What follows belongs to an exercise in optimizing a design on an open flow for small area, a short achievable clock period and few clock cycles; a production flow would make more cautious choices. Function was checked by simulation only, so behaviour that the tests miss may differ from the original. No activity file was given, so power comes from the tool's default toggle rates.

== the reference run ==
## ProcessingElement
module ProcessingElement #(
    parameter int MaxFiltW = PECfg::DefMaxFiltW,
    parameter int MaxOutW  = PECfg::DefMaxOutW,
    parameter int MaxCh    = PECfg::DefMaxCh
) (
    input  logic                         i_clk,
    input  logic                         i_rstN,
    input  logic                         i_start,
    input  logic [$clog2(MaxFiltW+1)-1:0] i_filtW,
    input  logic [$clog2(MaxOutW+1)-1:0]  i_outW,
    input  logic [$clog2(MaxCh+1)-1:0]    i_numCh,
    input  logic                         i_ipixValid,
    input  PECfg::Pix                    i_ipix,
    input  logic                         i_wpixValid,
    input  PECfg::Pix                    i_wpix,
    output logic                         o_fwdValid,
    output PECfg::Pix                    o_fwdPix,
    output logic                         o_psumValid,
    output PECfg::Psum                   o_psum,
  ...
Size in the first run: ~3100 cells after synthesis, roughly 1300 flip-flops, roughly 50000 um2 of cells after synthesis.
clock: 8.0 ns
lec_check: 0
cap_margin: 20
core_margin: 2
core_utilization: 60
cts_cluster_diameter: 120
cts_cluster_size: 30
slew_margin: 20
standard.sh (not shown) runs the stock make flow with config.mk's settings and CLKGATE_MAP_FILE= SYNTH_SCRIPT=/design/flow/synth_recipe.tcl, a recipe that flattens the netlist after the stock synthesis.
==> flow/flow/run.sh <==
#!/bin/bash
# The standard ORFS layout, except that the ports get a plain buffer
# (buf_2) instead of the delay cell buffer_ports picks by default, and timing
# repair aims for a little more setup slack than config.mk may ask for.
set -euo pipefail
cd "$(dirname "$0")/.."
bash standard.sh SETUP_SLACK_MARGIN=5.3 "BUFFER_PORTS_ARGS=-buffer_cell sky130_fd_sc_hd__buf_2" finish > standard_flow.log 2>&1
Looking at the reports, the reference run completed the entire flow and the layout it produced met the timing, design-rule and antenna checks.
Testbench counts of the reference run, summed over its fixed seeds: cycles 8,124.
Input-level comparison between the trial run and the reference run:
--- a/flow/config.mk
+++ b/flow/config.mk
@@ -11 +11 @@
-export CTS_CLUSTER_DIAMETER = 120
+export CTS_CLUSTER_DIAMETER = 100
--- outcome ---
The trial run ran to completion and came out clean on the timing, design-rule and antenna checks.
The reference run → the trial run: first-pass iteration count of the detailed router fell 2, non-clock buffer contribution to total cell area about even, total of fill cells in the finished design about even.
The via count was comparable across the reference run and the trial run.
Against the reference run, the trial run reports a layout overhead on the synthesized area that is higher.
Diff the reference run -> the trial run: final area now larger, total routing resource utilization after global routing comparable, total count of max-transition violations in the final report roughly the same.

## job 983
ProcessingElement, a different RTL version from the one above (not shown whole).
For scale: ~3600 cells after synthesis, about 1300 flip-flops, about 63 I/O pins, roughly 53000 sq um of cells after synthesis.
// ProcessingElement
module ProcessingElement #(
    parameter int MaxFiltW = PECfg::DefMaxFiltW,
    parameter int MaxOutW  = PECfg::DefMaxOutW,
    parameter int MaxCh    = PECfg::DefMaxCh
) (
    input  logic                         i_clk,
    input  logic                         i_rstN,
    input  logic                         i_start,
    input  logic [$clog2(MaxFiltW+1)-1:0] i_filtW,
    input  logic [$clog2(MaxOutW+1)-1:0]  i_outW,
    input  logic [$clog2(MaxCh+1)-1:0]    i_numCh,
    input  logic                         i_ipixValid,
    input  PECfg::Pix                    i_ipix,
    input  logic                         i_wpixValid,
    input  PECfg::Pix                    i_wpix,
    output logic                         o_fwdValid,
    output PECfg::Pix                    o_fwdPix,
    output logic                         o_psumValid,
    output PECfg::Psum                   o_psum,
    output logic                         o_done
);
Settings: LEC_CHECK=0, CAP_MARGIN=20, CORE_MARGIN=2, CORE_UTILIZATION=60, SLEW_MARGIN=20; clock period 8.0 ns.
==> flow/flow/run.sh <==
#!/bin/bash
# The standard ORFS layout, with two changes: timing repair aims for more
# setup slack than config.mk may ask for, and ports get a plain buffer.
set -euo pipefail
cd "$(dirname "$0")/.."
bash standard.sh SETUP_SLACK_MARGIN=5.6 "BUFFER_PORTS_ARGS=-buffer_cell sky130_fd_sc_hd__buf_2" finish > standard_flow.log 2>&1
Testbench counts of job 983, summed over its fixed seeds: cycles 8,124.
Setup changes, job 983 to job 7001
Settings: SETUP_SLACK_MARGIN: unset -> 5.0.
==> flow/run.sh (new file) <==
#!/bin/bash
# synth_recipe.tcl (not shown) runs the flow's synth.tcl, then flattens the netlist and writes it again
# the make line also repeats each setting of config.mk as NAME=value (left out here)
make -C /OpenROAD-flow-scripts/flow DESIGN_CONFIG=/design/flow/config.mk WORK_HOME=/design/flow/orfs CLKGATE_MAP_FILE= SYNTH_SCRIPT=/design/flow/synth_recipe.tcl finish
removed: flow/flow/run.sh
removed: flow/standard.sh
Findings:
Relative to job 983, critical path depth has decreased by 1 in job 7001. met2 wire length, job 7001 and job 983, lower one = job 7001. Via count of the first global-routing pass in job 7001 vs job 983: down 3.6%. Run comparison: job 983 uppermost layer routed met5; job 7001 uppermost layer routed met4. Relative to job 983, the peak clock frequency supported by timing of job 7001 is higher by 2.7%. Job 7001 ends up with a sequential share of cell area that is 4.5 points higher than in job 983. Compared with job 983, in job 7001 die footprint neither gained nor lost much; post-route worst hold slack neither gained nor lost much; power lost about 5%; layout overhead on the synthesized area lost 9.5 points; count of clock-buffer cells in the layout lost about 4%.
### job 7001 -> job 4911
Settings: CTS_BUF_LIST newly set to sky130_fd_sc_hd__clkbuf_8; CTS_CLUSTER_SIZE newly set to 30.
From job 7001 to job 4911 the numbers moved as follows: cell area after layout held; via count increased 530.
Taking job 7001 as the reference, in job 4911 final setup TNS closely matched the old numbers, worst hold slack closely matched the old numbers, number of nets in the layout increased by about 2% relative to the old numbers, power dissipated in sequential cells closely matched the old numbers, via count of the first global-routing pass increased by about 2% relative to the old numbers.

Another version of the RTL of ProcessingElement (not shown whole).
For scale: ~3100 cells after synthesis, ~1300 flip-flops, roughly 63 I/O pins, ~0.050 mm^2 of cells after synthesis.
## ProcessingElement
module ProcessingElement #(
    parameter int MaxFiltW = PECfg::DefMaxFiltW,
    parameter int MaxOutW  = PECfg::DefMaxOutW,
    parameter int MaxCh    = PECfg::DefMaxCh
) (
    input  logic                         i_clk,
    input  logic                         i_rstN,
    input  logic                         i_start,
    input  logic [$clog2(MaxFiltW+1)-1:0] i_filtW,
    input  logic [$clog2(MaxOutW+1)-1:0]  i_outW,
    input  logic [$clog2(MaxCh+1)-1:0]    i_numCh,
    input  logic                         i_ipixValid,
    input  PECfg::Pix                    i_ipix,
    input  logic                         i_wpixValid,
    input  PECfg::Pix                    i_wpix,
    output logic                         o_fwdValid,
    output PECfg::Pix                    o_fwdPix,
    output logic                         o_psumValid,
    output PECfg::Psum                   o_psum,
    output logic                         o_done
);
==> flow/config.mk <==
export PLATFORM = sky130hd
export DESIGN_NAME = ProcessingElement
export DESIGN_NICKNAME = ProcessingElement
export VERILOG_FILES = /design/flow/design.v
export SDC_FILE = /design/flow/constraint.sdc
export NUM_CORES = 4
export LEC_CHECK = 0
export CAP_MARGIN = 20
export CORE_MARGIN = 2
export CORE_UTILIZATION = 60
export CTS_CLUSTER_SIZE = 30
export SLEW_MARGIN = 20
==> flow/constraint.sdc <==
create_clock -name core_clock -period 8.0 [get_ports {i_clk}]
set_input_delay 1.6000 -clock core_clock [delete_from_list [all_inputs] [get_ports {i_clk}]]
set_output_delay 1.6000 -clock core_clock [all_outputs]
set_load 0.01 [all_outputs]
==> flow/flow/run.sh <==
#!/bin/bash
# The standard ORFS layout, except that the ports get a plain buffer
# (buf_2) instead of the delay cell buffer_ports picks by default, and timing
# repair aims for a little more setup slack than config.mk may ask for.
set -euo pipefail
cd "$(dirname "$0")/.."
bash standard.sh SETUP_SLACK_MARGIN=5.3 "BUFFER_PORTS_ARGS=-buffer_cell sky130_fd_sc_hd__buf_2" finish > standard_flow.log 2>&1
Testbench counts at the start, summed over its fixed seeds: cycles 8,124.
Next try:
- CTS_CLUSTER_SIZE: 30 -> not set
Outcome: Final area does not change. Synthesized cell count stays the same. Core utilization stays the same. Critical path depth does not change. Setup slack stays the same. Power stays the same. Maximum frequency is unchanged.
Next try:
--- a/flow/flow/run.sh
+++ b/flow/flow/run.sh
@@ -6,2 +6,2 @@
 cd "$(dirname "$0")/.."
-bash standard.sh SETUP_SLACK_MARGIN=5.3 "BUFFER_PORTS_ARGS=-buffer_cell sky130_fd_sc_hd__buf_2" finish > standard_flow.log 2>&1
+bash standard.sh SETUP_SLACK_MARGIN=5.2 "BUFFER_PORTS_ARGS=-buffer_cell sky130_fd_sc_hd__buf_2" finish > standard_flow.log 2>&1
- CORE_UTILIZATION: 60 -> 70
Maximum frequency drops by 1.2%.
Non-clock buffer count drops by 10.
Worst hold slack got worse by 0.011 ns.
Count of clock-buffer cells in the layout climbs by 1.
Final area drops by 0.92%.
Power climbs by 0.42%.
Global-route usage climbs by 6.5 points.
Clock power climbs by about 0.8%.
Utilization climbs by 11 points.
Final cell count drops by 3.2%.

afterwards: timing with drivers on the ports:
The results above use ideal ports. As a check the final layouts listed here were re-extracted and re-timed, cells and wires unchanged.
Step 1 (the two cells are an assumption about what drives the block):
set clk [get_ports {i_clk}]
set_driving_cell -lib_cell sky130_fd_sc_hd__clkbuf_16 $clk
set_driving_cell -lib_cell sky130_fd_sc_hd__buf_2 [delete_from_list [all_inputs] $clk]
Step 2 also shifts input and output timing later by t, the mid clock arrival at the registers, as if the neighbouring blocks saw the same clock.
Three values: ideal, step 1, step 2; two values: the first two.
run	t, ns	setup slack, ns	worst hold slack (ns)	slew at the worst register clock pin (ns)
the reference run	0.699	5.269 / 5.203 / 4.771	0.336 / 0.336 / 0.336	0.12 / 0.12
the trial run	0.712	5.257 / 5.192 / 4.749	0.335 / 0.335 / 0.335	0.11 / 0.11
job 983	0.809	4.567 / 4.567 / 4.567	0.325 / 0.325 / 0.325	0.07 / 0.07
job 7001	0.792	4.656 / 4.656 / 4.290	0.326 / 0.326 / 0.326	0.07 / 0.07
job 4911	0.925	4.654 / 4.654 / 4.110	0.326 / 0.326 / 0.326	0.07 / 0.07
the first run of note 3	0.785	5.239 / 5.169 / 4.820	0.321 / 0.321 / 0.321	0.07 / 0.07
the second run of note 3	0.785	5.239 / 5.169 / 4.820	0.321 / 0.321 / 0.321	0.07 / 0.07
the third run of note 3	0.774	5.206 / 5.139 / 4.626	0.310 / 0.310 / 0.310	0.08 / 0.08
After both steps setup and hold are still met in every run listed. For the third run of note 3, which loses most, drivers alone change the setup slack by -0.067 ns; drivers and shift together by -0.580 ns.
